This is an optimization exercise on Yosys and OpenROAD, whose aim is small area, a short achievable clock period and few clock cycles per item, not a production implementation.
RTL that was checked went through simulation tests only; none was proved equivalent to the original.
Only the layout flow was run in run 1; the RTL was not checked for function there.

==> flow/design.v <==
module aes128_iter_encrypt #(
  parameter int Nb = 128,
  parameter int UNROLL = 1
) (
  input  logic          clk,
  input  logic          reset,
  input  logic          in_valid,
  output logic          in_ready,
  input  logic [Nb-1:0] plain_text,
  input  logic [Nb-1:0] round_key,
  output logic          out_valid,
  input  logic          out_ready,
  output logic [Nb-1:0] cipher_text,
  output logic          busy
);
  localparam int NR = 10;
  function automatic logic [7:0] rcon(input logic [3:0] r);
    rcon = r == 4'd9 ? 8'h1b : r == 4'd10 ? 8'h36 : 8'h01 << (r - 4'd1);
  endfunction
  logic [127:0] s2_y, s2_k, s1_x, s1_k, ct_q;
  logic [79:0] s1_m;
  logic [15:0] s1_km;
  logic [3:0] s2_rnd, s1_rnd;
  logic s2_v, s1_v, ct_v, ir_q, busy_q;
  logic s1_fin, leave, stall, accept;
  logic s1_v_d, s2_v_d, ct_v_d;
  logic [3:0] s1_rnd_d, s2_rnd_d;
  assign s1_fin = s1_v && s1_rnd == 4'(NR - 1);
  assign leave = s1_fin && (!ct_v || out_ready);
  assign stall = s1_fin && ct_v && !out_ready;
  assign in_ready = ir_q;
  assign accept = in_valid && in_ready;
  assign out_valid = ct_v;
  assign cipher_text = ct_q;
  assign busy = busy_q;
  logic [127:0] a_x;
  logic [79:0] a_m;
  logic [15:0] a_km;
  stage_a u_a (
    .y(s2_y), .k(s2_k), .mix(s2_rnd != 4'd0),
    .x(a_x), .m(a_m), .km(a_km));
  logic [127:0] b_y, b_k, b_ct, n_y, n_k;
  logic ins;
  stage_b u_b (
    .x(s1_x), .m(s1_m), .k(s1_k), .km(s1_km), .rc(rcon(s1_rnd + 4'd1)),
    .y(b_y), .nk(b_k), .ct(b_ct));
  assign ins = !(s1_v && !s1_fin);
  mxiv #(256) u_ins (.a({b_y, b_k}), .b({plain_text, round_key}), .s(ins), .y({n_y, n_k}));
  always_ff @(posedge clk) begin
    if (!stall) begin
      s1_x <= a_x;
      s1_m <= a_m;
      s1_k <= s2_k;
      s1_km <= a_km;
      s2_y <= n_y;
      s2_k <= n_k;
    end
    if (leave) ct_q <= b_ct;
  end
  always_comb begin
    s1_v_d = s1_v;
    s1_rnd_d = s1_rnd;
    s2_v_d = s2_v;
    s2_rnd_d = s2_rnd;
    if (!stall) begin
      s1_v_d = s2_v;
      s1_rnd_d = s2_rnd;
      s2_v_d = (s1_v && !s1_fin) || accept;
      s2_rnd_d = s1_v && !s1_fin ? s1_rnd + 4'd1 : 4'd0;
    end
    ct_v_d = leave || (ct_v && !out_ready);
  end
  always_ff @(posedge clk or negedge reset) begin
    if (!reset) begin
      s1_v <= 1'b0;
      s2_v <= 1'b0;
      ct_v <= 1'b0;
      s1_rnd <= '0;
      s2_rnd <= '0;
      ir_q <= 1'b1;
      busy_q <= 1'b0;
    end else begin
      s1_v <= s1_v_d;
      s1_rnd <= s1_rnd_d;
      s2_v <= s2_v_d;
      s2_rnd <= s2_rnd_d;
      ct_v <= ct_v_d;
      ir_q <= !s1_v_d || (s1_rnd_d == 4'(NR - 1) && !ct_v_d);
      busy_q <= s1_v_d || s2_v_d;
    end
  end
endmodule
module stage_a (
  input  logic [127:0] y,
  input  logic [127:0] k,
  input  logic         mix,
  output logic [127:0] x,
  output logic [79:0]  m,
  output logic [15:0]  km
);
  logic [127:0] g, s;
  logic [31:0] kx;
  xv #(128) u_g (.a(y), .b(k), .y(g));
  for (genvar c = 0; c < 4; c++) begin : g_mc
    logic [7:0] d [4];
    logic [7:0] e [4];
    logic [7:0] f [4];
    logic [7:0] fn [4];
    logic [7:0] t;
    for (genvar i = 0; i < 4; i++) begin : g_d
      xv #(8) u_d (.a(y[127-32*c-8*i -: 8]), .b(y[127-32*c-8*((i+1)%4) -: 8]), .y(d[i]));
    end
    xv #(8) u_t (.a(d[0]), .b(d[2]), .y(t));
    for (genvar i = 0; i < 4; i++) begin : g_o
      assign e[i][0] = d[i][7];
      assign e[i][2] = d[i][1];
      assign e[i][7:5] = d[i][6:4];
      xr u_e1 (.a(d[i][0]), .b(d[i][7]), .y(e[i][1]));
      xr u_e3 (.a(d[i][2]), .b(d[i][7]), .y(e[i][3]));
      xr u_e4 (.a(d[i][3]), .b(d[i][7]), .y(e[i][4]));
      xv #(8) u_f (.a(e[i]), .b(t), .y(f[i]));
      for (genvar j = 0; j < 8; j++) begin : g_b
        nd u_n (.a(f[i][j]), .b(mix), .y(fn[i][j]));
        xn u_s (.a(g[127-32*c-8*i-7+j]), .b(fn[i][j]), .y(s[127-32*c-8*i-7+j]));
      end
    end
  end
  for (genvar i = 0; i < 16; i++) begin : g_sb
    assign x[127-8*i -: 8] = s[127-8*((i+4*(i%4))%16) -: 8];
    aes_sbox_a u_sa (.x(x[127-8*i -: 8]), .m(m[79-5*i -: 5]));
  end
  assign kx = {k[23:0], k[31:24]};
  for (genvar i = 0; i < 4; i++) begin : g_kb
    aes_sbox_akn u_ka (.x(kx[31-8*i -: 8]), .m(km[15-4*i -: 4]));
  end
endmodule
module stage_b (
  input  logic [127:0] x,
  input  logic [79:0]  m,
  input  logic [127:0] k,
  input  logic [15:0]  km,
  input  logic [7:0]   rc,
  output logic [127:0] y,
  output logic [127:0] nk,
  output logic [127:0] ct
);
  logic [31:0] sk, kx, p0, p1, p2, p3;
  for (genvar i = 0; i < 16; i++) begin : g_sb
    aes_sbox_b u_sb (.x(x[127-8*i -: 8]), .m(m[79-5*i -: 5]), .y(y[127-8*i -: 8]));
  end
  assign kx = {k[23:0], k[31:24]};
  for (genvar i = 0; i < 4; i++) begin : g_kb
    aes_sbox_bkn u_kb (.x(kx[31-8*i -: 8]), .m(km[15-4*i -: 4]), .y(sk[31-8*i -: 8]));
  end
  xv #(8) u_p0 (.a(k[127:120]), .b(rc), .y(p0[31:24]));
  assign p0[23:0] = k[119:96];
  xv #(32) u_p1 (.a(p0), .b(k[95:64]), .y(p1));
  xv #(32) u_p2 (.a(p1), .b(k[63:32]), .y(p2));
  xv #(32) u_p3 (.a(p2), .b(k[31:0]), .y(p3));
  xnv #(32) u_nk0 (.a(p0), .b(sk), .y(nk[127:96]));
  xv #(32) u_nk1 (.a(p1), .b(sk), .y(nk[95:64]));
  xnv #(32) u_nk2 (.a(p2), .b(sk), .y(nk[63:32]));
  xv #(32) u_nk3 (.a(p3), .b(sk), .y(nk[31:0]));
  xv #(128) u_ct (.a(y), .b(nk), .y(ct));
endmodule
module xv #(
  parameter int W = 8
) (
  input  logic [W-1:0] a,
  input  logic [W-1:0] b,
  output logic [W-1:0] y
);
  for (genvar i = 0; i < W; i++) begin : g
    xr u (.a(a[i]), .b(b[i]), .y(y[i]));
  end
endmodule
module xnv #(
  parameter int W = 8
) (
  input  logic [W-1:0] a,
  input  logic [W-1:0] b,
  output logic [W-1:0] y
);
  for (genvar i = 0; i < W; i++) begin : g
    xn u (.a(a[i]), .b(b[i]), .y(y[i]));
  end
endmodule
module mxiv #(
  parameter int W = 8
) (
  input  logic [W-1:0] a,
  input  logic [W-1:0] b,
  input  logic         s,
  output logic [W-1:0] y
);
  for (genvar i = 0; i < W; i++) begin : g
    mxi u (.a(a[i]), .b(b[i]), .s(s), .y(y[i]));
  end
endmodule
module aes_sbox_a (
  input  logic [7:0] x,
  output logic [4:0] m
);
  logic U0, U1, U2, U3, U4, U5, U6, U7;
  logic T1, T2, T3, T4, T5, T6, T7, T8, T9, T10, T11, T12, T13, T14, T15, T16, T17, T18, T19, T20, T21, T22, T23, T24, T26, T27, M1, M2, M3, M4, M5, M6, M7, M8, M9, M10, M11, M12, M13, M14, M15, M16, M17, M18;
  assign {U0, U1, U2, U3, U4, U5, U6, U7} = x;
  xr g_t1 (.a(U0), .b(U3), .y(T1));
  xr g_t2 (.a(U0), .b(U5), .y(T2));
  xr g_t3 (.a(U0), .b(U6), .y(T3));
  xr g_t4 (.a(U3), .b(U5), .y(T4));
  xr g_t5 (.a(U4), .b(U6), .y(T5));
  xr g_t6 (.a(T1), .b(T5), .y(T6));
  xr g_t7 (.a(U1), .b(U2), .y(T7));
  xr g_t8 (.a(U7), .b(T6), .y(T8));
  xr g_t9 (.a(U7), .b(T7), .y(T9));
  xr g_t10 (.a(T6), .b(T7), .y(T10));
  xr g_t11 (.a(U1), .b(U5), .y(T11));
  xr g_t12 (.a(U2), .b(U5), .y(T12));
  xr g_t13 (.a(T3), .b(T4), .y(T13));
  xr g_t14 (.a(T6), .b(T11), .y(T14));
  xr g_t15 (.a(T5), .b(T11), .y(T15));
  xr g_t16 (.a(T5), .b(T12), .y(T16));
  xr g_t17 (.a(T9), .b(T16), .y(T17));
  xr g_t18 (.a(U3), .b(U7), .y(T18));
  xr g_t19 (.a(T7), .b(T18), .y(T19));
  xr g_t20 (.a(T1), .b(T19), .y(T20));
  xr g_t21 (.a(U6), .b(U7), .y(T21));
  xr g_t22 (.a(T7), .b(T21), .y(T22));
  xr g_t23 (.a(T2), .b(T22), .y(T23));
  xr g_t24 (.a(T2), .b(T10), .y(T24));
  xr g_t25 (.a(T20), .b(T17), .y(m[0]));
  xr g_t26 (.a(T3), .b(T16), .y(T26));
  xr g_t27 (.a(T1), .b(T12), .y(T27));
  nd g_m1 (.a(T13), .b(T6), .y(M1));
  nd g_m2 (.a(T23), .b(T8), .y(M2));
  xn g_m3 (.a(T14), .b(M1), .y(M3));
  nd g_m4 (.a(T19), .b(U7), .y(M4));
  xr g_m5 (.a(M4), .b(M1), .y(M5));
  nd g_m6 (.a(T3), .b(T16), .y(M6));
  nd g_m7 (.a(T22), .b(T9), .y(M7));
  xn g_m8 (.a(T26), .b(M6), .y(M8));
  nd g_m9 (.a(T20), .b(T17), .y(M9));
  xr g_m10 (.a(M9), .b(M6), .y(M10));
  nd g_m11 (.a(T1), .b(T15), .y(M11));
  nd g_m12 (.a(T4), .b(T27), .y(M12));
  xr g_m13 (.a(M12), .b(M11), .y(M13));
  nd g_m14 (.a(T2), .b(T10), .y(M14));
  xr g_m15 (.a(M14), .b(M11), .y(M15));
  xn g_m16 (.a(M3), .b(M2), .y(M16));
  xr g_m17 (.a(M5), .b(T24), .y(M17));
  xn g_m18 (.a(M8), .b(M7), .y(M18));
  xr g_m19 (.a(M10), .b(M15), .y(m[4]));
  xr g_m20 (.a(M16), .b(M13), .y(m[3]));
  xr g_m21 (.a(M17), .b(M15), .y(m[2]));
  xr g_m22 (.a(M18), .b(M13), .y(m[1]));
endmodule
module aes_sbox_b (
  input  logic [7:0] x,
  input  logic [4:0] m,
  output logic [7:0] y
);
  logic U0, U1, U2, U3, U4, U5, U6, U7;
  logic M19, M20, M21, M22, T25;
  logic T1, T2, T3, T4, T5, T6, T7, T8, T9, T10, T11, T12, T13, T15, T16, T17, T18, T19, T20, T21, T22, T23, T27, M23, M24, M25, M26, M27, M28, M29, M30, M31, M32, M33, M34, M35, M36, M37, M38, M39, M40, M41, M42, M43, M44, M45, M46, M47, M48, M49, M50, M51, M52, M53, M54, M55, M56, M57, M58, M59, M60, M61, M62, M63, L0, L1, L2, L3, L4, L5, L6, L7, L8, L9, L10, L11, L12, L13, L14, L15, L16, L17, L18, L19, L20, L21, L22, L23, L24, L25, L26, L27, L28, L29;
  assign {U0, U1, U2, U3, U4, U5, U6, U7} = x;
  assign {M19, M20, M21, M22, T25} = m;
  xr g_t1 (.a(U0), .b(U3), .y(T1));
  xr g_t2 (.a(U0), .b(U5), .y(T2));
  xr g_t3 (.a(U0), .b(U6), .y(T3));
  xr g_t4 (.a(U3), .b(U5), .y(T4));
  xr g_t5 (.a(U4), .b(U6), .y(T5));
  xr g_t6 (.a(T1), .b(T5), .y(T6));
  xr g_t7 (.a(U1), .b(U2), .y(T7));
  xr g_t8 (.a(U7), .b(T6), .y(T8));
  xr g_t9 (.a(U7), .b(T7), .y(T9));
  xr g_t10 (.a(T6), .b(T7), .y(T10));
  xr g_t11 (.a(U1), .b(U5), .y(T11));
  xr g_t12 (.a(U2), .b(U5), .y(T12));
  xr g_t13 (.a(T3), .b(T4), .y(T13));
  xr g_t15 (.a(T5), .b(T11), .y(T15));
  xr g_t16 (.a(T5), .b(T12), .y(T16));
  xr g_t17 (.a(T9), .b(T16), .y(T17));
  xr g_t18 (.a(U3), .b(U7), .y(T18));
  xr g_t19 (.a(T7), .b(T18), .y(T19));
  xr g_t20 (.a(T1), .b(T19), .y(T20));
  xr g_t21 (.a(U6), .b(U7), .y(T21));
  xr g_t22 (.a(T7), .b(T21), .y(T22));
  xr g_t23 (.a(T2), .b(T22), .y(T23));
  xr g_t27 (.a(T1), .b(T12), .y(T27));
  xr g_m23 (.a(M19), .b(T25), .y(M23));
  xn g_m24 (.a(M22), .b(M23), .y(M24));
  nd g_m25 (.a(M22), .b(M20), .y(M25));
  xr g_m26 (.a(M21), .b(M25), .y(M26));
  xn g_m27 (.a(M20), .b(M21), .y(M27));
  xr g_m28 (.a(M23), .b(M25), .y(M28));
  nr g_m29 (.a(M28), .b(M27), .y(M29));
  nr g_m30 (.a(M26), .b(M24), .y(M30));
  nd g_m31 (.a(M20), .b(M23), .y(M31));
  nr g_m32 (.a(M27), .b(M31), .y(M32));
  xr g_m33 (.a(M27), .b(M25), .y(M33));
  nd g_m34 (.a(M21), .b(M22), .y(M34));
  nr g_m35 (.a(M24), .b(M34), .y(M35));
  xr g_m36 (.a(M24), .b(M25), .y(M36));
  xr g_m37 (.a(M21), .b(M29), .y(M37));
  xr g_m38 (.a(M32), .b(M33), .y(M38));
  xr g_m39 (.a(M23), .b(M30), .y(M39));
  xr g_m40 (.a(M35), .b(M36), .y(M40));
  xr g_m41 (.a(M38), .b(M40), .y(M41));
  xr g_m42 (.a(M37), .b(M39), .y(M42));
  xr g_m43 (.a(M37), .b(M38), .y(M43));
  xr g_m44 (.a(M39), .b(M40), .y(M44));
  xr g_m45 (.a(M42), .b(M41), .y(M45));
  nd g_m46 (.a(M44), .b(T6), .y(M46));
  nd g_m47 (.a(M40), .b(T8), .y(M47));
  nd g_m48 (.a(M39), .b(U7), .y(M48));
  nd g_m49 (.a(M43), .b(T16), .y(M49));
  nd g_m50 (.a(M38), .b(T9), .y(M50));
  nd g_m51 (.a(M37), .b(T17), .y(M51));
  nd g_m52 (.a(M42), .b(T15), .y(M52));
  nd g_m53 (.a(M45), .b(T27), .y(M53));
  nd g_m54 (.a(M41), .b(T10), .y(M54));
  nd g_m55 (.a(M44), .b(T13), .y(M55));
  nd g_m56 (.a(M40), .b(T23), .y(M56));
  nd g_m57 (.a(M39), .b(T19), .y(M57));
  nd g_m58 (.a(M43), .b(T3), .y(M58));
  nd g_m59 (.a(M38), .b(T22), .y(M59));
  nd g_m60 (.a(M37), .b(T20), .y(M60));
  nd g_m61 (.a(M42), .b(T1), .y(M61));
  nd g_m62 (.a(M45), .b(T4), .y(M62));
  nd g_m63 (.a(M41), .b(T2), .y(M63));
  xr g_l0 (.a(M61), .b(M62), .y(L0));
  xr g_l1 (.a(M50), .b(M56), .y(L1));
  xr g_l2 (.a(M46), .b(M48), .y(L2));
  xr g_l3 (.a(M47), .b(M55), .y(L3));
  xr g_l4 (.a(M54), .b(M58), .y(L4));
  xr g_l5 (.a(M49), .b(M61), .y(L5));
  xn g_l6 (.a(M62), .b(L5), .y(L6));
  xn g_l7 (.a(M46), .b(L3), .y(L7));
  xr g_l8 (.a(M51), .b(M59), .y(L8));
  xr g_l9 (.a(M52), .b(M53), .y(L9));
  xn g_l10 (.a(M53), .b(L4), .y(L10));
  xn g_l11 (.a(M60), .b(L2), .y(L11));
  xr g_l12 (.a(M48), .b(M51), .y(L12));
  xn g_l13 (.a(M50), .b(L0), .y(L13));
  xr g_l14 (.a(M52), .b(M61), .y(L14));
  xn g_l15 (.a(M55), .b(L1), .y(L15));
  xn g_l16 (.a(M56), .b(L0), .y(L16));
  xn g_l17 (.a(M57), .b(L1), .y(L17));
  xn g_l18 (.a(M58), .b(L8), .y(L18));
  xn g_l19 (.a(M63), .b(L4), .y(L19));
  xr g_l20 (.a(L0), .b(L1), .y(L20));
  xr g_l21 (.a(L1), .b(L7), .y(L21));
  xr g_l22 (.a(L3), .b(L12), .y(L22));
  xr g_l23 (.a(L18), .b(L2), .y(L23));
  xr g_l24 (.a(L15), .b(L9), .y(L24));
  xr g_l25 (.a(L6), .b(L10), .y(L25));
  xr g_l26 (.a(L7), .b(L9), .y(L26));
  xr g_l27 (.a(L8), .b(L10), .y(L27));
  xr g_l28 (.a(L11), .b(L14), .y(L28));
  xr g_l29 (.a(L11), .b(L17), .y(L29));
  xr g_s0 (.a(L6), .b(L24), .y(y[7]));
  xn g_s1 (.a(L16), .b(L26), .y(y[6]));
  xn g_s2 (.a(L19), .b(L28), .y(y[5]));
  xr g_s3 (.a(L6), .b(L21), .y(y[4]));
  xr g_s4 (.a(L20), .b(L22), .y(y[3]));
  xr g_s5 (.a(L25), .b(L29), .y(y[2]));
  xn g_s6 (.a(L13), .b(L27), .y(y[1]));
  xn g_s7 (.a(L6), .b(L23), .y(y[0]));
endmodule
module aes_sbox_akn (
  input  logic [7:0] x,
  output logic [3:0] m
);
  logic U0, U1, U2, U3, U4, U5, U6, U7;
  logic T1, T2, T3, T4, T5, T6, T7, T8, T9, T10, T11, T12, T13, T14, T15, T16, T17, T18, T19, T20, T21, T22, T23, T24, T25, T26, T27, M1, M2, M3, M4, M5, M6, M7, M8, M9, M10, M11, M12, M13, M14, M15, M16, M17, M18, M19;
  assign {U0, U1, U2, U3, U4, U5, U6, U7} = x;
  xr g_t1 (.a(U0), .b(U3), .y(T1));
  xr g_t2 (.a(U0), .b(U5), .y(T2));
  xr g_t3 (.a(U0), .b(U6), .y(T3));
  xr g_t4 (.a(U3), .b(U5), .y(T4));
  xr g_t5 (.a(U4), .b(U6), .y(T5));
  xr g_t6 (.a(T1), .b(T5), .y(T6));
  xr g_t7 (.a(U1), .b(U2), .y(T7));
  xn g_t8 (.a(U7), .b(T6), .y(T8));
  xn g_t9 (.a(U7), .b(T7), .y(T9));
  xr g_t10 (.a(T6), .b(T7), .y(T10));
  xr g_t11 (.a(U1), .b(U5), .y(T11));
  xr g_t12 (.a(U2), .b(U5), .y(T12));
  xr g_t13 (.a(T3), .b(T4), .y(T13));
  xr g_t14 (.a(T6), .b(T11), .y(T14));
  xr g_t15 (.a(T5), .b(T11), .y(T15));
  xr g_t16 (.a(T5), .b(T12), .y(T16));
  xr g_t17 (.a(T9), .b(T16), .y(T17));
  xr g_t18 (.a(U3), .b(U7), .y(T18));
  xn g_t19 (.a(T7), .b(T18), .y(T19));
  xn g_t20 (.a(T1), .b(T19), .y(T20));
  xr g_t21 (.a(U6), .b(U7), .y(T21));
  xr g_t22 (.a(T7), .b(T21), .y(T22));
  xr g_t23 (.a(T2), .b(T22), .y(T23));
  xr g_t24 (.a(T2), .b(T10), .y(T24));
  xr g_t25 (.a(T20), .b(T17), .y(T25));
  xr g_t26 (.a(T3), .b(T16), .y(T26));
  xr g_t27 (.a(T1), .b(T12), .y(T27));
  nd g_m1 (.a(T13), .b(T6), .y(M1));
  nd g_m2 (.a(T23), .b(T8), .y(M2));
  xn g_m3 (.a(T14), .b(M1), .y(M3));
  nr g_m4 (.a(T19), .b(U7), .y(M4));
  xn g_m5 (.a(M4), .b(M1), .y(M5));
  nd g_m6 (.a(T3), .b(T16), .y(M6));
  nd g_m7 (.a(T22), .b(T9), .y(M7));
  xn g_m8 (.a(T26), .b(M6), .y(M8));
  nd g_m9 (.a(T20), .b(T17), .y(M9));
  xr g_m10 (.a(M9), .b(M6), .y(M10));
  nd g_m11 (.a(T1), .b(T15), .y(M11));
  nd g_m12 (.a(T4), .b(T27), .y(M12));
  xr g_m13 (.a(M12), .b(M11), .y(M13));
  nd g_m14 (.a(T2), .b(T10), .y(M14));
  xr g_m15 (.a(M14), .b(M11), .y(M15));
  xn g_m16 (.a(M3), .b(M2), .y(M16));
  xr g_m17 (.a(M5), .b(T24), .y(M17));
  xn g_m18 (.a(M8), .b(M7), .y(M18));
  xr g_m19 (.a(M10), .b(M15), .y(M19));
  xr g_m20 (.a(M16), .b(M13), .y(m[3]));
  xr g_m21 (.a(M17), .b(M15), .y(m[2]));
  xr g_m22 (.a(M18), .b(M13), .y(m[1]));
  xr g_m23 (.a(M19), .b(T25), .y(m[0]));
endmodule
module aes_sbox_bkn (
  input  logic [7:0] x,
  input  logic [3:0] m,
  output logic [7:0] y
);
  logic U0, U1, U2, U3, U4, U5, U6, U7;
  logic M20, M21, M22, M23;
  logic T1, T2, T3, T4, T5, T6, T7, T8, T9, T10, T11, T12, T13, T15, T16, T17, T18, T19, T20, T21, T22, T23, T27, M24, M25, M26, M27, M28, M29, M30, M31, M32, M33, M34, M35, M36, M37, M38, M39, M40, M41, M42, M43, M44, M45, M46, M47, M48, M49, M50, M51, M52, M53, M54, M55, M56, M57, M58, M59, M60, M61, M62, M63, L0, L1, L2, L3, L4, L5, L6, L7, L8, L9, L10, L11, L12, L13, L14, L15, L16, L17, L18, L19, L20, L21, L22, L23, L24, L25, L26, L27, L28, L29;
  assign {U0, U1, U2, U3, U4, U5, U6, U7} = x;
  assign {M20, M21, M22, M23} = m;
  xr g_t1 (.a(U0), .b(U3), .y(T1));
  xr g_t2 (.a(U0), .b(U5), .y(T2));
  xr g_t3 (.a(U0), .b(U6), .y(T3));
  xr g_t4 (.a(U3), .b(U5), .y(T4));
  xr g_t5 (.a(U4), .b(U6), .y(T5));
  xr g_t6 (.a(T1), .b(T5), .y(T6));
  xr g_t7 (.a(U1), .b(U2), .y(T7));
  xn g_t8 (.a(U7), .b(T6), .y(T8));
  xn g_t9 (.a(U7), .b(T7), .y(T9));
  xr g_t10 (.a(T6), .b(T7), .y(T10));
  xr g_t11 (.a(U1), .b(U5), .y(T11));
  xr g_t12 (.a(U2), .b(U5), .y(T12));
  xr g_t13 (.a(T3), .b(T4), .y(T13));
  xr g_t15 (.a(T5), .b(T11), .y(T15));
  xr g_t16 (.a(T5), .b(T12), .y(T16));
  xr g_t17 (.a(T9), .b(T16), .y(T17));
  xr g_t18 (.a(U3), .b(U7), .y(T18));
  xn g_t19 (.a(T7), .b(T18), .y(T19));
  xn g_t20 (.a(T1), .b(T19), .y(T20));
  xr g_t21 (.a(U6), .b(U7), .y(T21));
  xr g_t22 (.a(T7), .b(T21), .y(T22));
  xr g_t23 (.a(T2), .b(T22), .y(T23));
  xr g_t27 (.a(T1), .b(T12), .y(T27));
  xn g_m24 (.a(M22), .b(M23), .y(M24));
  nd g_m25 (.a(M22), .b(M20), .y(M25));
  xr g_m26 (.a(M21), .b(M25), .y(M26));
  xn g_m27 (.a(M20), .b(M21), .y(M27));
  xr g_m28 (.a(M23), .b(M25), .y(M28));
  nr g_m29 (.a(M28), .b(M27), .y(M29));
  nr g_m30 (.a(M26), .b(M24), .y(M30));
  nd g_m31 (.a(M20), .b(M23), .y(M31));
  nr g_m32 (.a(M27), .b(M31), .y(M32));
  xr g_m33 (.a(M27), .b(M25), .y(M33));
  nd g_m34 (.a(M21), .b(M22), .y(M34));
  nr g_m35 (.a(M24), .b(M34), .y(M35));
  xr g_m36 (.a(M24), .b(M25), .y(M36));
  xr g_m37 (.a(M21), .b(M29), .y(M37));
  xr g_m38 (.a(M32), .b(M33), .y(M38));
  xn g_m39 (.a(M23), .b(M30), .y(M39));
  xr g_m40 (.a(M35), .b(M36), .y(M40));
  xr g_m41 (.a(M38), .b(M40), .y(M41));
  xn g_m42 (.a(M37), .b(M39), .y(M42));
  xr g_m43 (.a(M37), .b(M38), .y(M43));
  xn g_m44 (.a(M39), .b(M40), .y(M44));
  xr g_m45 (.a(M42), .b(M41), .y(M45));
  nd g_m46 (.a(M44), .b(T6), .y(M46));
  nd g_m47 (.a(M40), .b(T8), .y(M47));
  nr g_m48 (.a(M39), .b(U7), .y(M48));
  nd g_m49 (.a(M43), .b(T16), .y(M49));
  nd g_m50 (.a(M38), .b(T9), .y(M50));
  nd g_m51 (.a(M37), .b(T17), .y(M51));
  nd g_m52 (.a(M42), .b(T15), .y(M52));
  nd g_m53 (.a(M45), .b(T27), .y(M53));
  nd g_m54 (.a(M41), .b(T10), .y(M54));
  nd g_m55 (.a(M44), .b(T13), .y(M55));
  nd g_m56 (.a(M40), .b(T23), .y(M56));
  nr g_m57 (.a(M39), .b(T19), .y(M57));
  nd g_m58 (.a(M43), .b(T3), .y(M58));
  nd g_m59 (.a(M38), .b(T22), .y(M59));
  nd g_m60 (.a(M37), .b(T20), .y(M60));
  nd g_m61 (.a(M42), .b(T1), .y(M61));
  nd g_m62 (.a(M45), .b(T4), .y(M62));
  nd g_m63 (.a(M41), .b(T2), .y(M63));
  xr g_l0 (.a(M61), .b(M62), .y(L0));
  xr g_l1 (.a(M50), .b(M56), .y(L1));
  xn g_l2 (.a(M46), .b(M48), .y(L2));
  xr g_l3 (.a(M47), .b(M55), .y(L3));
  xr g_l4 (.a(M54), .b(M58), .y(L4));
  xr g_l5 (.a(M49), .b(M61), .y(L5));
  xn g_l6 (.a(M62), .b(L5), .y(L6));
  xn g_l7 (.a(M46), .b(L3), .y(L7));
  xr g_l8 (.a(M51), .b(M59), .y(L8));
  xr g_l9 (.a(M52), .b(M53), .y(L9));
  xn g_l10 (.a(M53), .b(L4), .y(L10));
  xn g_l11 (.a(M60), .b(L2), .y(L11));
  xn g_l12 (.a(M48), .b(M51), .y(L12));
  xn g_l13 (.a(M50), .b(L0), .y(L13));
  xr g_l14 (.a(M52), .b(M61), .y(L14));
  xn g_l15 (.a(M55), .b(L1), .y(L15));
  xn g_l16 (.a(M56), .b(L0), .y(L16));
  xr g_l17 (.a(M57), .b(L1), .y(L17));
  xn g_l18 (.a(M58), .b(L8), .y(L18));
  xn g_l19 (.a(M63), .b(L4), .y(L19));
  xr g_l20 (.a(L0), .b(L1), .y(L20));
  xr g_l21 (.a(L1), .b(L7), .y(L21));
  xr g_l22 (.a(L3), .b(L12), .y(L22));
  xr g_l23 (.a(L18), .b(L2), .y(L23));
  xr g_l24 (.a(L15), .b(L9), .y(L24));
  xr g_l25 (.a(L6), .b(L10), .y(L25));
  xr g_l26 (.a(L7), .b(L9), .y(L26));
  xr g_l27 (.a(L8), .b(L10), .y(L27));
  xr g_l28 (.a(L11), .b(L14), .y(L28));
  xr g_l29 (.a(L11), .b(L17), .y(L29));
  xr g_s0 (.a(L6), .b(L24), .y(y[7]));
  xn g_s1 (.a(L16), .b(L26), .y(y[6]));
  xn g_s2 (.a(L19), .b(L28), .y(y[5]));
  xr g_s3 (.a(L6), .b(L21), .y(y[4]));
  xr g_s4 (.a(L20), .b(L22), .y(y[3]));
  xr g_s5 (.a(L25), .b(L29), .y(y[2]));
  xn g_s6 (.a(L13), .b(L27), .y(y[1]));
  xn g_s7 (.a(L6), .b(L23), .y(y[0]));
endmodule
module xr (input logic a, input logic b, output logic y);
  assign y = a ^ b;
endmodule
module xn (input logic a, input logic b, output logic y);
  assign y = ~(a ^ b);
endmodule
module nd (input logic a, input logic b, output logic y);
  assign y = ~(a & b);
endmodule
module nr (input logic a, input logic b, output logic y);
  assign y = ~(a | b);
endmodule
module mxi (input logic a, input logic b, input logic s, output logic y);
  assign y = ~(s ? b : a);
endmodule
==> flow/flow/run.sh <==
#!/bin/bash
# The standard layout (standard.sh, which passes its arguments to ORFS's make), with
# these ORFS settings added or overridden on make's command line:
#   BUFFER_PORTS_ARGS=-buffer_cell sky130_fd_sc_hd__buf_1
#   SETUP_SLACK_MARGIN=5.6
# make's output goes to make.log; each ORFS step writes its own log under orfs/logs.
set -euo pipefail
bash standard.sh BUFFER_PORTS_ARGS=-buffer_cell\ sky130_fd_sc_hd__buf_1 SETUP_SLACK_MARGIN=5.6 finish > make.log 2>&1
==> flow/standard.sh <==
#!/bin/bash
# synth_recipe.tcl (not shown) runs the flow's synth.tcl, then flattens the netlist and writes it again
# the make line also repeats each setting of config.mk as NAME=value (left out here)
make -C /OpenROAD-flow-scripts/flow DESIGN_CONFIG=/design/flow/config.mk WORK_HOME=/design/flow/orfs CLKGATE_MAP_FILE= SYNTH_SCRIPT=/design/flow/synth_recipe.tcl "${@:-finish}"
==> flow/config.mk <==
export PLATFORM = sky130hd
export DESIGN_NAME = aes128_iter_encrypt
export DESIGN_NICKNAME = aes128_iter_encrypt
export VERILOG_FILES = /design/flow/design.v
export SDC_FILE = /design/flow/constraint.sdc
export NUM_CORES = 4
export LEC_CHECK = 0
export CAP_MARGIN = 20
export CORE_MARGIN = 2
export CORE_UTILIZATION = 45
export CTS_BUF_LIST = sky130_fd_sc_hd__clkbuf_8
export PLACE_DENSITY = 0.6
export SETUP_SLACK_MARGIN = 5
export SLEW_MARGIN = 20
export SYNTH_HIERARCHICAL = 1
export SYNTH_MINIMUM_KEEP_SIZE = 0
==> flow/constraint.sdc <==
create_clock -name core_clock -period 9.0 [get_ports {clk}]
set_input_delay 1.8000 -clock core_clock [delete_from_list [all_inputs] [get_ports {clk}]]
set_output_delay 1.8000 -clock core_clock [all_outputs]
set_load 0.01 [all_outputs]
==> impl_metrics.env, run 1 <==
export IMPL_cts_root_buf="clkbuf_8"
export IMPL_syn_area_um2=57400
export IMPL_antenna_found_initial=1
export IMPL_hold_viol_final=0
export IMPL_worstSkewPairLatency_ns=0.90
export IMPL_wirelength_um=202000
export IMPL_startpoint="s1_km[12]"
export IMPL_cts_buffer_depth=3
export IMPL_grt_max_degree=163
export IMPL_ant_nets=0
export IMPL_fin_crit_ns=3.60
export IMPL_area_growth_syn_to_layout_pct=47.9
export IMPL_start_util=0.452
export IMPL_cp_common_cell="xor2_4"
export IMPL_setup_viol=0
export IMPL_cp_top_family="XOR/XNOR gates"
export IMPL_drive_gt1_frac=0.348
export IMPL_die_height_um=361
export IMPL_fin_util=0.668
export IMPL_drcViolationCount=0
export IMPL_crit_path_end_kind="register"
export IMPL_gp_congestion=0.959
export IMPL_vias=41700
export IMPL_drv_cap=0
export IMPL_setup_slack_ns=5.40
export IMPL_wl_per_cell_um=24.6
export IMPL_htreeDepth=4
export IMPL_tns_ns=0
export IMPL_finClkSkew_ns=0.0615
export IMPL_core_area_um2=127000
export IMPL_crit_type="reg -> reg"
export IMPL_start_kind="register"
export IMPL_timing_fmax_ghz=0.277
export IMPL_post_route_cell_area_um2=84900
export IMPL_grt_pass1_wl_um=268000
export IMPL_path_cells="xnor2_2 -> xor2_2 -> xor2_2 -> buf_6 -> xor2_4 -> xor2_4 -> nand2_4 -> xor2_4 -> xor2_4 -> xor2_4 -> buf_12 -> xor2_4 -> mux2i_1"
export IMPL_min_path_type="reg -> reg"
export IMPL_numPortBuffers=390
export IMPL_pre_cts_slack_ns=4.31
export IMPL_ys_ff_latch=749
export IMPL_numCtsBuffers=143
export IMPL_rsz0062_at_grt="yes"
export IMPL_nNetsFinal=6701
export IMPL_final_cell_mix="1,832 x xor2_1, 736 x edfxtp_1, 606 x nand2_1"
export IMPL_track_usage=0.282
export IMPL_final_common_cell="xor2_1"
export IMPL_dpl_cell_area_um2=61400
export IMPL_syn_num_nets=5447
export IMPL_ys_seq_area_frac=0.391
export IMPL_firstDrtPassIters=7
export IMPL_dieArea_um2=130000
export IMPL_cp_required_ns=9.56
export IMPL_final_max_slew_viol_count=0
export IMPL_gr_total_overflow=0
export IMPL_ios=391
export IMPL_initialDrtViolationCount=3243
export IMPL_reg2reg_from="s1_km[12]"
export IMPL_slew_headroom=0.175
export IMPL_path_buf_inv=2
export IMPL_yosysWarnings=28
export IMPL_worstMarginPinSlew_ns=1.23
export IMPL_cts_tree="built"
export IMPL_cts_num_sinks=749
export IMPL_clk_pin_slew_ns=0.07
export IMPL_viasPerCell=5.08
export IMPL_cp_data_arrival_time_ns=4.16
export IMPL_yosys_cell_types_count=38
export IMPL_dp_hpwl_um=139000
export IMPL_ctsHoldBuffers=0
export IMPL_finalCritPeriodShare=0.400
export IMPL_max_stage_delay_ns=0.49
export IMPL_syn_avg_cell_area_um2=11.1
export IMPL_outcome="no timing/DRC/antenna violations"
export IMPL_critPathMaxFanout=4
export IMPL_row_count=131
export IMPL_crit_path_top_delay_cell="edfxtp_1"
export IMPL_timing_hold_ws_ns=0.461
export IMPL_hp_start="s2_k[49]"
export IMPL_synthCells=5180
export IMPL_grt_pass1_vias=40600
export IMPL_die_w_um=361
Yosys stat by module (local to each module, per instance), excerpt:
module | flip-flops and latches | area (um2) | cells inside
aes128_iter_encrypt | 749 | 23000 | 824
mxi | 0 | 10.0 | 1
xn | 0 | 8.76 | 1
xr | 0 | 8.76 | 1
nd | 0 | 3.75 | 1
nr | 0 | 3.75 | 1
per-layer routing:
layer	wire, um	vias to the layer above	global-route usage
met3	13300	358	0.0498
met2	97900	1561	0.467
met4	9740	0	0.0952
met1	80600	21200	0.374
li1	-	18600	-
met5	0	-	0
layout make-up:
class	instances	area [um2]
Inverter	6	43.8
Multi-Input combinational cell	4427	49700
Sequential cell	749	22400
Clock buffer	150	2060
Tap cell	1662	2080
Timing Repair Buffer	1107	8120
Clock inverter	99	438
Antenna cell	2	5.00
Fill cell	8904	42100
registers in the layout (all words and copies together) (netlist names), 4 cells and up:
name	count
ct_q	128
s1_k	128
s1_km	16
s1_m	80
s1_rnd	4
s1_x	128
s2_k	128
s2_rnd	4
s2_y	128
what timing repair did:
action	4_1_cts	5_1_grt
setup endpoints to repair	695	676
gates resized for setup	1022	893
buffers inserted	309	382
pin swaps	253	523
gates cloned	2	3
cell usage after synthesis (all sizes together):
cell     instances  area, um2
a21bo            1       10.0
a21boi           1       7.51
a21oi            5       25.0
a22o             4       35.0
a31o             2       17.5
and2             2       15.0
and2b            1       7.51
and4bb           2       25.0
buf              1       11.3
dfrtp           12        300
dfstp            1       26.3
edfxtp         736      22100
ha               7       87.6
inv              6       22.5
mux2             2       22.5
mux2i          257       2570
nand2          727       2730
nand3            3       27.5
nand3b           1       7.51
nand4bb          1       11.3
nor2            95        357
nor2b            4       32.5
nor3b            2       26.3
nor4             1       6.26
o21a             1       7.51
o21ai            7       42.5
o22ai            1       6.26
or2b             2       15.0
or4              1       7.51
xnor2          645       5650
xor2          2649      23200
per-stage QoR:
stage | instances
floorplan | 5180
global placement | 7255
detailed placement | 7255
CTS | 7815
global route | 8202
finish | 8202
logic make-up (layout without fill, tap and decap cells):
kind of cell,count (synthesis),in the layout,share of synthesized area
AOI/OAI and AO/OA,22,22,0.00264
and+or+nand+nor,842,845,0.0569
muxes,259,259,0.0452
DFF,749,749,0.391
buffers and inverters,7,1362,0.000588
adders and majority gates,7,7,0.00153
xor gates and xnor gates,3294,3294,0.503
other,0,2,0
worst register-to-register path: cells and delay by family (launching register included):
kind	cells	cell delay, ns
xor gates and xnor gates	9	2.23
buffers and inverters	2	0.33
DFF	1	0.49
muxes	1	0.14
and+or+nand+nor	1	0.12
worst paths after layout:
check / end / slack [ns] / cells past startpoint
max in group asynchronous: s2_rnd[3] / 7.52 / 1
max reg2reg: s2_k[95] / 5.40 / 13
min in group asynchronous: s1_rnd[2] / 0.96 / 1
min: s1_k[49] / 0.46 / 0
min reg2reg: s1_k[49] / 0.46 / 0
max: s2_k[95] / 5.40 / 13
==> inputs of run 2 (changes only) <==
--- a/flow/design.v
+++ b/flow/design.v
@@ -17,8 +17,8 @@
   function automatic logic [7:0] rcon(input logic [3:0] r);
     rcon = r == 4'd9 ? 8'h1b : r == 4'd10 ? 8'h36 : 8'h01 << (r - 4'd1);
   endfunction
-  logic [127:0] s2_y, s2_k, s1_x, s1_k, ct_q;
-  logic [79:0] s1_m;
+  logic [127:0] s2_y, s2_k, s1_k, ct_q;
+  logic [207:0] s1_m;
   logic [15:0] s1_km;
   logic [3:0] s2_rnd, s1_rnd;
   logic s2_v, s1_v, ct_v, ir_q, busy_q;
@@ -33,22 +33,20 @@
   assign out_valid = ct_v;
   assign cipher_text = ct_q;
   assign busy = busy_q;
-  logic [127:0] a_x;
-  logic [79:0] a_m;
+  logic [207:0] a_m;
   logic [15:0] a_km;
   stage_a u_a (
     .y(s2_y), .k(s2_k), .mix(s2_rnd != 4'd0),
-    .x(a_x), .m(a_m), .km(a_km));
+    .m(a_m), .km(a_km));
   logic [127:0] b_y, b_k, b_ct, n_y, n_k;
   logic ins;
   stage_b u_b (
-    .x(s1_x), .m(s1_m), .k(s1_k), .km(s1_km), .rc(rcon(s1_rnd + 4'd1)),
+    .m(s1_m), .k(s1_k), .km(s1_km), .rc(rcon(s1_rnd + 4'd1)),
     .y(b_y), .nk(b_k), .ct(b_ct));
   assign ins = !(s1_v && !s1_fin);
   mxiv #(256) u_ins (.a({b_y, b_k}), .b({plain_text, round_key}), .s(ins), .y({n_y, n_k}));
   always_ff @(posedge clk) begin
     if (!stall) begin
-      s1_x <= a_x;
       s1_m <= a_m;
       s1_k <= s2_k;
       s1_km <= a_km;
@@ -94,11 +92,10 @@
   input  logic [127:0] y,
   input  logic [127:0] k,
   input  logic         mix,
-  output logic [127:0] x,
-  output logic [79:0]  m,
+  output logic [207:0] m,
   output logic [15:0]  km
 );
-  logic [127:0] g, s;
+  logic [127:0] g, s, x;
   logic [31:0] kx;
   xv #(128) u_g (.a(y), .b(k), .y(g));
   for (genvar c = 0; c < 4; c++) begin : g_mc
@@ -127,7 +124,7 @@
   end
   for (genvar i = 0; i < 16; i++) begin : g_sb
     assign x[127-8*i -: 8] = s[127-8*((i+4*(i%4))%16) -: 8];
-    aes_sbox_a u_sa (.x(x[127-8*i -: 8]), .m(m[79-5*i -: 5]));
+    aes_sbox_a u_sa (.x(x[127-8*i -: 8]), .m(m[207-13*i -: 13]));
   end
   assign kx = {k[23:0], k[31:24]};
   for (genvar i = 0; i < 4; i++) begin : g_kb
@@ -135,8 +132,7 @@
   end
 endmodule
 module stage_b (
-  input  logic [127:0] x,
-  input  logic [79:0]  m,
+  input  logic [207:0] m,
   input  logic [127:0] k,
   input  logic [15:0]  km,
   input  logic [7:0]   rc,
@@ -146,7 +142,7 @@
 );
   logic [31:0] sk, kx, p0, p1, p2, p3;
   for (genvar i = 0; i < 16; i++) begin : g_sb
-    aes_sbox_b u_sb (.x(x[127-8*i -: 8]), .m(m[79-5*i -: 5]), .y(y[127-8*i -: 8]));
+    aes_sbox_b u_sb (.m(m[207-13*i -: 13]), .y(y[127-8*i -: 8]));
   end
   assign kx = {k[23:0], k[31:24]};
   for (genvar i = 0; i < 4; i++) begin : g_kb
@@ -199,94 +195,78 @@
 endmodule
 module aes_sbox_a (
   input  logic [7:0] x,
-  output logic [4:0] m
+  output logic [12:0] m
 );
   logic U0, U1, U2, U3, U4, U5, U6, U7;
-  logic T1, T2, T3, T4, T5, T6, T7, T8, T9, T10, T11, T12, T13, T14, T15, T16, T17, T18, T19, T20, T21, T22, T23, T24, T26, T27, M1, M2, M3, M4, M5, M6, M7, M8, M9, M10, M11, M12, M13, M14, M15, M16, M17, M18;
+  logic T4, T5, T7, T10, T11, T12, T13, T14, T16, T17, T18, T20, T21, T22, T23, T24, T26, T27, M1, M2, M3, M4, M5, M6, M7, M8, M9, M10, M11, M12, M13, M14, M15, M16, M17, M18;
   assign {U0, U1, U2, U3, U4, U5, U6, U7} = x;
-  xr g_t1 (.a(U0), .b(U3), .y(T1));
-  xr g_t2 (.a(U0), .b(U5), .y(T2));
-  xr g_t3 (.a(U0), .b(U6), .y(T3));
+  xr g_t1 (.a(U0), .b(U3), .y(m[7]));
+  xr g_t2 (.a(U0), .b(U5), .y(m[6]));
+  xr g_t3 (.a(U0), .b(U6), .y(m[5]));
   xr g_t4 (.a(U3), .b(U5), .y(T4));
   xr g_t5 (.a(U4), .b(U6), .y(T5));
-  xr g_t6 (.a(T1), .b(T5), .y(T6));
+  xr g_t6 (.a(m[7]), .b(T5), .y(m[4]));
   xr g_t7 (.a(U1), .b(U2), .y(T7));
-  xr g_t8 (.a(U7), .b(T6), .y(T8));
-  xr g_t9 (.a(U7), .b(T7), .y(T9));
-  xr g_t10 (.a(T6), .b(T7), .y(T10));
+  xr g_t8 (.a(U7), .b(m[4]), .y(m[3]));
+  xr g_t9 (.a(U7), .b(T7), .y(m[2]));
+  xr g_t10 (.a(m[4]), .b(T7), .y(T10));
   xr g_t11 (.a(U1), .b(U5), .y(T11));
   xr g_t12 (.a(U2), .b(U5), .y(T12));
-  xr g_t13 (.a(T3), .b(T4), .y(T13));
-  xr g_t14 (.a(T6), .b(T11), .y(T14));
-  xr g_t15 (.a(T5), .b(T11), .y(T15));
+  xr g_t13 (.a(m[5]), .b(T4), .y(T13));
+  xr g_t14 (.a(m[4]), .b(T11), .y(T14));
+  xr g_t15 (.a(T5), .b(T11), .y(m[1]));
   xr g_t16 (.a(T5), .b(T12), .y(T16));
-  xr g_t17 (.a(T9), .b(T16), .y(T17));
+  xr g_t17 (.a(m[2]), .b(T16), .y(T17));
   xr g_t18 (.a(U3), .b(U7), .y(T18));
-  xr g_t19 (.a(T7), .b(T18), .y(T19));
-  xr g_t20 (.a(T1), .b(T19), .y(T20));
+  xr g_t19 (.a(T7), .b(T18), .y(m[0]));
+  xr g_t20 (.a(m[7]), .b(m[0]), .y(T20));
   xr g_t21 (.a(U6), .b(U7), .y(T21));
   xr g_t22 (.a(T7), .b(T21), .y(T22));
-  xr g_t23 (.a(T2), .b(T22), .y(T23));
-  xr g_t24 (.a(T2), .b(T10), .y(T24));
-  xr g_t25 (.a(T20), .b(T17), .y(m[0]));
-  xr g_t26 (.a(T3), .b(T16), .y(T26));
-  xr g_t27 (.a(T1), .b(T12), .y(T27));
-  nd g_m1 (.a(T13), .b(T6), .y(M1));
-  nd g_m2 (.a(T23), .b(T8), .y(M2));
+  xr g_t23 (.a(m[6]), .b(T22), .y(T23));
+  xr g_t24 (.a(m[6]), .b(T10), .y(T24));
+  xr g_t25 (.a(T20), .b(T17), .y(m[8]));
+  xr g_t26 (.a(m[5]), .b(T16), .y(T26));
+  xr g_t27 (.a(m[7]), .b(T12), .y(T27));
+  nd g_m1 (.a(T13), .b(m[4]), .y(M1));
+  nd g_m2 (.a(T23), .b(m[3]), .y(M2));
   xn g_m3 (.a(T14), .b(M1), .y(M3));
-  nd g_m4 (.a(T19), .b(U7), .y(M4));
+  nd g_m4 (.a(m[0]), .b(U7), .y(M4));
   xr g_m5 (.a(M4), .b(M1), .y(M5));
-  nd g_m6 (.a(T3), .b(T16), .y(M6));
-  nd g_m7 (.a(T22), .b(T9), .y(M7));
+  nd g_m6 (.a(m[5]), .b(T16), .y(M6));
+  nd g_m7 (.a(T22), .b(m[2]), .y(M7));
   xn g_m8 (.a(T26), .b(M6), .y(M8));
   nd g_m9 (.a(T20), .b(T17), .y(M9));
   xr g_m10 (.a(M9), .b(M6), .y(M10));
-  nd g_m11 (.a(T1), .b(T15), .y(M11));
+  nd g_m11 (.a(m[7]), .b(m[1]), .y(M11));
   nd g_m12 (.a(T4), .b(T27), .y(M12));
   xr g_m13 (.a(M12), .b(M11), .y(M13));
-  nd g_m14 (.a(T2), .b(T10), .y(M14));
+  nd g_m14 (.a(m[6]), .b(T10), .y(M14));
   xr g_m15 (.a(M14), .b(M11), .y(M15));
   xn g_m16 (.a(M3), .b(M2), .y(M16));
   xr g_m17 (.a(M5), .b(T24), .y(M17));
   xn g_m18 (.a(M8), .b(M7), .y(M18));
-  xr g_m19 (.a(M10), .b(M15), .y(m[4]));
-  xr g_m20 (.a(M16), .b(M13), .y(m[3]));
-  xr g_m21 (.a(M17), .b(M15), .y(m[2]));
-  xr g_m22 (.a(M18), .b(M13), .y(m[1]));
+  xr g_m19 (.a(M10), .b(M15), .y(m[12]));
+  xr g_m20 (.a(M16), .b(M13), .y(m[11]));
+  xr g_m21 (.a(M17), .b(M15), .y(m[10]));
+  xr g_m22 (.a(M18), .b(M13), .y(m[9]));
 endmodule
 module aes_sbox_b (
-  input  logic [7:0] x,
-  input  logic [4:0] m,
+  input  logic [12:0] m,
   output logic [7:0] y
 );
-  logic U0, U1, U2, U3, U4, U5, U6, U7;
-  logic M19, M20, M21, M22, T25;
-  logic T1, T2, T3, T4, T5, T6, T7, T8, T9, T10, T11, T12, T13, T15, T16, T17, T18, T19, T20, T21, T22, T23, T27, M23, M24, M25, M26, M27, M28, M29, M30, M31, M32, M33, M34, M35, M36, M37, M38, M39, M40, M41, M42, M43, M44, M45, M46, M47, M48, M49, M50, M51, M52, M53, M54, M55, M56, M57, M58, M59, M60, M61, M62, M63, L0, L1, L2, L3, L4, L5, L6, L7, L8, L9, L10, L11, L12, L13, L14, L15, L16, L17, L18, L19, L20, L21, L22, L23, L24, L25, L26, L27, L28, L29;
-  assign {U0, U1, U2, U3, U4, U5, U6, U7} = x;
-  assign {M19, M20, M21, M22, T25} = m;
-  xr g_t1 (.a(U0), .b(U3), .y(T1));
-  xr g_t2 (.a(U0), .b(U5), .y(T2));
-  xr g_t3 (.a(U0), .b(U6), .y(T3));
-  xr g_t4 (.a(U3), .b(U5), .y(T4));
-  xr g_t5 (.a(U4), .b(U6), .y(T5));
-  xr g_t6 (.a(T1), .b(T5), .y(T6));
-  xr g_t7 (.a(U1), .b(U2), .y(T7));
-  xr g_t8 (.a(U7), .b(T6), .y(T8));
-  xr g_t9 (.a(U7), .b(T7), .y(T9));
-  xr g_t10 (.a(T6), .b(T7), .y(T10));
-  xr g_t11 (.a(U1), .b(U5), .y(T11));
-  xr g_t12 (.a(U2), .b(U5), .y(T12));
-  xr g_t13 (.a(T3), .b(T4), .y(T13));
-  xr g_t15 (.a(T5), .b(T11), .y(T15));
-  xr g_t16 (.a(T5), .b(T12), .y(T16));
-  xr g_t17 (.a(T9), .b(T16), .y(T17));
-  xr g_t18 (.a(U3), .b(U7), .y(T18));
-  xr g_t19 (.a(T7), .b(T18), .y(T19));
+  logic M19, M20, M21, M22, T25, T1, T2, T3, T6, T8, T9, T15, T19;
+  logic T10, T20, T22, T23, T27, T4, U7, T13, T16, T17, M23, M24, M25, M26, M27, M28, M29, M30, M31, M32, M33, M34, M35, M36, M37, M38, M39, M40, M41, M42, M43, M44, M45, M46, M47, M48, M49, M50, M51, M52, M53, M54, M55, M56, M57, M58, M59, M60, M61, M62, M63, L0, L1, L2, L3, L4, L5, L6, L7, L8, L9, L10, L11, L12, L13, L14, L15, L16, L17, L18, L19, L20, L21, L22, L23, L24, L25, L26, L27, L28, L29;
+  assign {M19, M20, M21, M22, T25, T1, T2, T3, T6, T8, T9, T15, T19} = m;
+  xr g_t10 (.a(T8), .b(T9), .y(T10));
   xr g_t20 (.a(T1), .b(T19), .y(T20));
-  xr g_t21 (.a(U6), .b(U7), .y(T21));
-  xr g_t22 (.a(T7), .b(T21), .y(T22));
+  xr g_t22 (.a(T3), .b(T20), .y(T22));
   xr g_t23 (.a(T2), .b(T22), .y(T23));
-  xr g_t27 (.a(T1), .b(T12), .y(T27));
+  xr g_t27 (.a(T15), .b(T10), .y(T27));
+  xr g_t4 (.a(T1), .b(T2), .y(T4));
+  xr g_u7 (.a(T6), .b(T8), .y(U7));
+  xr g_t13 (.a(T3), .b(T4), .y(T13));
+  xr g_t16 (.a(T6), .b(T27), .y(T16));
+  xr g_t17 (.a(T9), .b(T16), .y(T17));
   xr g_m23 (.a(M19), .b(T25), .y(M23));
   xn g_m24 (.a(M22), .b(M23), .y(M24));
   nd g_m25 (.a(M22), .b(M20), .y(M25));
==> flow/flow/run.sh (replaced) <==
#!/bin/bash
# The standard layout (standard.sh, which passes its arguments to ORFS's make), with
# these ORFS settings added or overridden on make's command line:
#   BUFFER_PORTS_ARGS=-buffer_cell sky130_fd_sc_hd__buf_1
#   SETUP_SLACK_MARGIN=5.3
# make's output goes to make.log; each ORFS step writes its own log under orfs/logs.
set -euo pipefail
bash standard.sh BUFFER_PORTS_ARGS=-buffer_cell\ sky130_fd_sc_hd__buf_1 SETUP_SLACK_MARGIN=5.3 finish > make.log 2>&1
==> impl_metrics.env, run 2 <==
export IMPL_cts_root_buf="clkbuf_8"
export IMPL_clk_pin_slew_ns=0.06
export IMPL_fill_cells=10200
export IMPL_cts_tree="built"
export IMPL_yosys_cell_types_count=38
export IMPL_slew_headroom=0.340
export IMPL_cp_data_arrival_time_ns=4.32
export IMPL_vias=37300
export IMPL_numPortBuffers=390
export IMPL_ys_ff_latch=749
export IMPL_ys_seq_area_frac=0.403
export IMPL_syn_num_nets=5239
export IMPL_crit_type="reg -> reg"
export IMPL_fin_crit_ns=3.71
export IMPL_gr_total_overflow=0
export IMPL_rrSetupSlack_ns=5.29
export IMPL_wl_per_cell_um=23.6
export IMPL_path_buf_inv=1
export IMPL_start_util=0.455
export IMPL_syn_area_um2=55600
export IMPL_worstMarginPinSlew_ns=0.990
export IMPL_viasPerCell=4.98
export IMPL_min_path_type="reg -> reg"
export IMPL_die_w_um=355
export IMPL_critPathMaxFanout=5
export IMPL_dp_hpwl_um=134000
export IMPL_finClkSkew_ns=0.0387
export IMPL_synth_top_cell_by_area="edfxtp_1"
export IMPL_crit_path_top_delay_cell="edfxtp_1"
export IMPL_tns_ns=0
export IMPL_cts_num_sinks=749
export IMPL_row_count=128
export IMPL_grt_max_degree=158
export IMPL_fin_util=0.578
export IMPL_firstDrtPassIters=5
export IMPL_antenna_found_initial=2
export IMPL_numCtsBuffers=141
export IMPL_rsz0062_at_grt="yes"
export IMPL_core_area_um2=122000
export IMPL_ctsHoldBuffers=0
export IMPL_max_stage_delay_ns=0.54
export IMPL_hold_viol_final=0
export IMPL_largest_reg_flops=208
export IMPL_top_register="s1_m"
export IMPL_area_growth_syn_to_layout_pct=27.0
export IMPL_ios=391
export IMPL_initialDrtViolationCount=3049
export IMPL_ant_nets=0
export IMPL_cts_buffer_depth=3
export IMPL_synth_top_area_share=0.398
export IMPL_syn_avg_cell_area_um2=11.2
export IMPL_final_max_slew_viol_count=0
export IMPL_track_usage=0.271
export IMPL_drcViolationCount=0
export IMPL_synth_most_common_cell="xor2_1"
export IMPL_nNetsFinal=6030
export IMPL_finalCritPeriodShare=0.412
export IMPL_htreeDepth=4
export IMPL_crit_path_end_kind="register"
export IMPL_synthCells=4972
export IMPL_final_common_cell="xor2_1"
export IMPL_synth_edff_count=736
export IMPL_cp_top_family="XOR/XNOR gates"
export IMPL_wirelength_um=177000
export IMPL_drv_cap=0
export IMPL_worstSkewPairLatency_ns=0.89
export IMPL_start_kind="register"
export IMPL_outcome="no timing/DRC/antenna violations"
export IMPL_dieArea_um2=126000
export IMPL_final_cell_mix="2,003 x xor2_1, 736 x edfxtp_1, 713 x nand2_1"
export IMPL_yosysWarnings=28
export IMPL_drive_gt1_frac=0.194
export IMPL_die_height_um=355
export IMPL_cp_required_ns=9.61
export IMPL_synthArstFlopShare=0.0174
export IMPL_ys_top_cells_by_area="edfxtp_1 40%, xor2_1 38%, xnor2_1 10%"
export IMPL_path_cells="xor2_2 -> xor2_2 -> buf_4 -> xor2_2 -> nand2_1 -> xnor2_4 -> xor2_4 -> xor2_4 -> xor2_1 -> nand2_1 -> xor2_1 -> xor2_1"
export IMPL_gp_congestion=0.948
export IMPL_synth_common_cells="2,441 x xor2_1, 736 x edfxtp_1, 727 x nand2_1"
export IMPL_setup_viol=0
export IMPL_grt_pass1_wl_um=247000
export IMPL_grt_pass1_vias=37500
export IMPL_synth_ff_type="edfxtp_1"
export IMPL_timing_fmax_ghz=0.269
run 2: worst paths after layout:
path,start,end,depth (start not counted)
max in group asynchronous,reset,s1_rnd[1],1
max reg2reg,s2_y[121],s1_m[77],12
max,s2_y[121],s1_m[77],12
min reg2reg,s2_k[55],s1_k[55],0
min,s2_k[55],s1_k[55],0
min in group asynchronous,reset,s2_rnd[0],1
run 2: cell families after synthesis:
group	synth area share
xor+xnor	0.486
simple gates	0.0588
flops	0.403
mux	0.0467
compound gates	0.00272
buf+inv	0.000608
fa+ha+maj	0.00158
run 2: worst reg2reg max path: stages, from the launching register on:
cell and delay [ns]:
edfxtp_1 0.54, xor2_2 0.31, xor2_2 0.28, buf_4 0.19, xor2_2 0.25, nand2_1 0.20
xnor2_4 0.35, xor2_4 0.30, xor2_4 0.28, xor2_1 0.28, nand2_1 0.10, xor2_1 0.19
xor2_1 0.17
run 2: per-stage QoR:
| stage | hold WS, ns | instances | setup WS [ns] | area (um2) |
|---|---|---|---|---|
| floorplan | 0.446 | 4972 | 2.73 | 55700 |
| global placement | 0.451 | 7005 | 4.45 | 59400 |
| detailed placement | 0.454 | 7005 | 4.45 | 59400 |
| CTS | 0.456 | 7345 | 5.25 | 65700 |
| global route | 0.461 | 7498 | 5.20 | 70600 |
| finish | 0.455 | 7498 | 5.29 | 70600 |
run 2: area by class of cell:
class,count,area (um2),share of cell area
antenna,2,5.00,0.0000709
clock buffer,146,2010,0.0285
clock inverter,105,619,0.00877
inverter,6,36.3,0.000514
multi-input combinational,4218,39700,0.563
sequential,749,22400,0.318
tap,1625,2030,0.0288
timing repair buffer,647,3750,0.0531
run 2: per-module statistics from Yosys, one instance, submodules excluded, excerpt:
| module | area [um2] | times used | cells | flops+latches |
|---|---|---|---|---|
| xr | 8.76 | 2440 | 1 | 0 |
| nd | 3.75 | 716 | 1 | 0 |
| mxi | 10.0 | 256 | 1 | 0 |
| aes128_iter_encrypt | 23000 | 1 | 824 | 749 |
| nr | 3.75 | 92 | 1 | 0 |
| xn | 8.76 | 644 | 1 | 0 |
run 2: timing repair:
item	CTS	global route
setup endpoints to repair	350	390
gates resized for setup	366	447
pin swaps	57	135
gates cloned	2	0
hold endpoints to repair	0	0
buffers inserted	87	151
run 2: metal layers:
metal / wire length [um] / GRT usage
met5: 0 / 0
met4: 7120 / 0.109
met3: 10800 / 0.0490
met2: 83500 / 0.436
met1: 75700 / 0.361
Testbench counts of run 2, summed over its fixed seeds: cycles 8,040, items 800.
==> inputs of run 3 (changes only) <==
==> flow/flow/run.sh (replaced) <==
#!/bin/bash
# The standard layout (standard.sh, which passes its arguments to ORFS's make), with
# these ORFS settings added or overridden on make's command line:
#   BUFFER_PORTS_ARGS=-buffer_cell sky130_fd_sc_hd__buf_1
#   SETUP_SLACK_MARGIN=5
# make's output goes to make.log; each ORFS step writes its own log under orfs/logs.
set -euo pipefail
bash standard.sh BUFFER_PORTS_ARGS=-buffer_cell\ sky130_fd_sc_hd__buf_1 SETUP_SLACK_MARGIN=5 finish > make.log 2>&1
==> impl_metrics.env, run 3 <==
export IMPL_outcome="no timing/DRC/antenna violations"
export IMPL_setup_viol=0
export IMPL_syn_area_um2=55600
export IMPL_gp_congestion=0.944
export IMPL_hold_viol_final=0
export IMPL_ys_top_cells_by_area="edfxtp_1 40%, xor2_1 38%, xnor2_1 10%"
export IMPL_synthCells=4972
export IMPL_ys_ff_latch=749
export IMPL_die_height_um=355
export IMPL_grt_pass1_wl_um=244000
export IMPL_top_register="s1_m"
export IMPL_gr_total_overflow=0
export IMPL_post_route_cell_area_um2=64800
export IMPL_syn_avg_cell_area_um2=11.2
export IMPL_worstSkewPairLatency_ns=0.88
export IMPL_timing_hold_ws_ns=0.458
export IMPL_drv_cap=0
export IMPL_slew_headroom=0.262
export IMPL_cts_num_sinks=749
export IMPL_fin_crit_ns=3.96
export IMPL_ctsHoldBuffers=0
export IMPL_antenna_found_initial=4
export IMPL_viasPerCell=5.00
export IMPL_start_util=0.455
export IMPL_yosysWarnings=28
export IMPL_ant_nets=0
export IMPL_finalCritPeriodShare=0.440
export IMPL_vias=36500
export IMPL_clk_pin_slew_ns=0.06
export IMPL_regArea_um2=22400
export IMPL_htreeDepth=4
export IMPL_final_common_cell="xor2_1"
export IMPL_synth_top_cell_by_area="edfxtp_1"
export IMPL_synthArstFlopShare=0.0174
export IMPL_synth_most_common_cell="xor2_1"
export IMPL_cts_root_buf="clkbuf_8"
export IMPL_instances_no_fill=7301
export IMPL_final_max_slew_viol_count=0
export IMPL_largest_reg_flops=208
export IMPL_synth_top_family_by_area="XOR/XNOR gates"
export IMPL_grt_max_degree=136
export IMPL_wl_per_cell_um=23.6
export IMPL_final_cell_mix="2,272 x xor2_1, 736 x edfxtp_1, 727 x nand2_1"
export IMPL_row_count=128
export IMPL_grt_pass1_vias=36900
export IMPL_synth_compound_area_frac=0.00272
export IMPL_yosys_mux_area_fraction=0.0467
export IMPL_fill_cells=10900
export IMPL_area_growth_syn_to_layout_pct=16.5
export IMPL_core_area_um2=122000
export IMPL_drcViolationCount=0
export IMPL_worstMarginPinSlew_ns=1.11
export IMPL_yosys_area_share_simple=0.0588
export IMPL_numCtsBuffers=143
export IMPL_dp_cells=7008
export IMPL_multi_input_area_um2=35400
export IMPL_min_path_cells=1
export IMPL_crit_type="reg -> reg"
export IMPL_tns_ns=0
export IMPL_timing_fmax_ghz=0.253
export IMPL_cts_tree="built"
export IMPL_ios=391
export IMPL_synth_xor_area_frac=0.486
export IMPL_cp_required_ns=9.56
export IMPL_syn_num_nets=5239
export IMPL_initialDrtViolationCount=2858
export IMPL_synth_ff_type="edfxtp_1"
export IMPL_min_path_type="reg -> reg"
export IMPL_crit_path_end_kind="register"
export IMPL_nNetsFinal=5826
export IMPL_numPortBuffers=390
export IMPL_dp_hpwl_um=135000
export IMPL_yosys_cell_types_count=38
export IMPL_rsz0062_at_grt="yes"
export IMPL_cp_data_arrival_time_ns=4.52
export IMPL_critPathMaxFanout=11
export IMPL_dieArea_um2=126000
export IMPL_track_usage=0.267
export IMPL_synth_common_cells="2,441 x xor2_1, 736 x edfxtp_1, 727 x nand2_1"
export IMPL_synth_top_area_share=0.398
export IMPL_start_kind="register"
export IMPL_wirelength_um=172000
export IMPL_firstDrtPassIters=5
export IMPL_finClkSkew_ns=0.0596
export IMPL_rr_worst_depth=12
export IMPL_synth_edff_count=736
export IMPL_dpl_cell_area_um2=59400
export IMPL_ys_seq_area_frac=0.403
export IMPL_die_w_um=355
export IMPL_drive_gt1_frac=0.0946
export IMPL_synth_fa_ha_area_frac=0.00158
export IMPL_cts_buffer_depth=3
==> run 3: cell counts after synthesis <==
Identical to the previous run, type by type.
==> run 3: worst paths after layout <==
kind                       startpoint  slack [ns]        end
max in group asynchronous       reset        7.51  s1_rnd[1]
min reg2reg                      s2_v        0.46       ir_q
min                              s2_v        0.46       ir_q
min in group asynchronous       reset        0.98     busy_q
max                         s1_rnd[0]        5.04   s2_k[31]
max reg2reg                 s1_rnd[0]        5.04   s2_k[31]
==> run 3: cell families after synthesis <==
logic type / Yosys count
compound gates: 22
buf+inv: 7
flops: 749
xor+xnor: 3086
fa+ha+maj: 7
simple gates: 842
mux: 259
==> run 3: worst max-delay path: stages, from the launching register on <==
cell,delay [ns]
dfrtp_2,0.49
inv_1,0.15
ha_1,0.38
nor2b_1,0.06
o21ai_0,0.30
mux2i_1,0.29
and4bb_2,0.32
xor2_4,0.30
xor2_4,0.28
xor2_2,0.34
xor2_1,0.26
xor2_2,0.36
mux2i_1,0.12
==> run 3: area by class of cell <==
type,instances,share of cell area
Inverter,6,0.000560
Antenna cell,2,0.0000773
Timing Repair Buffer,441,0.0311
Tap cell,1625,0.0314
Multi-Input combinational cell,4218,0.547
Clock buffer,148,0.0314
Sequential cell,749,0.346
Clock inverter,112,0.0121
==> run 3: Yosys stat by module, one instance, submodules excluded, excerpt <==
module               area, um2  cells  copies in the design  flip-flops and latches
mxi                       10.0      1                   256                       0
nr                        3.75      1                    92                       0
aes128_iter_encrypt      23000    824                     1                     749
xn                        8.76      1                   644                       0
xr                        8.76      1                  2440                       0
nd                        3.75      1                   716                       0
==> run 3: repair_timing <==
item | 4_1_cts | 5_1_grt
setup endpoints to repair | 165 | 283
buffers inserted | 0 | 29
pin swaps | 2 | 23
endpoints found under the hold margin | 0 | 0
gates resized for setup | 108 | 182
cloned | 2 | 0
==> run 3: metrics by stage <==
step | worst slack, ns | util
after floorplan | 2.73 | -
after global placement | 4.55 | 0.486
after detailed placement | 4.52 | 0.486
after CTS | 4.91 | 0.516
after global routing | 4.77 | 0.530
final | 5.04 | 0.530
==> run 3: per-layer routing <==
layer / routed length (um) / share of wire / GRT usage
met5: 0 / 0 / 0
met1: 73900 / 0.43 / 0.355
met2: 80000 / 0.46 / 0.431
met4: 7410 / 0.043 / 0.109
met3: 10700 / 0.062 / 0.0451

[separate check: timing with driven ports]
In the flow no input, the clock included, has a driving cell. The finished layouts below were timed again as built, in two steps.
Step 1, drivers: a clkbuf_16 drives clk and a buf_2 each remaining input, both assumed.
Step 2 moves the port delays by t, midway between the first and last clock arrival at a register: inputs arrive t later, outputs are due t later. That takes back most of the time a late clock gives input paths.
Three values: ideal ports, drivers, drivers and shift; two values: the first two.
run	t, ns	setup slack, ns	worst setup path at the end	clock arrival spread, ns	cell pins on the clock port's net
run 1	0.948	5.396 / 5.396 / 4.716	input to register	0.062 / 0.062	1
run 2	0.942	5.289 / 5.289 / 4.930	input to register	0.043 / 0.043	1
run 3	0.925	5.042 / 5.042 / 4.527	input to register	0.060 / 0.060	1
After both steps every run listed still meets setup and hold. The setup slack of run 1, which loses most, moves by 0.000 ns with the drivers and by -0.680 ns with both steps.
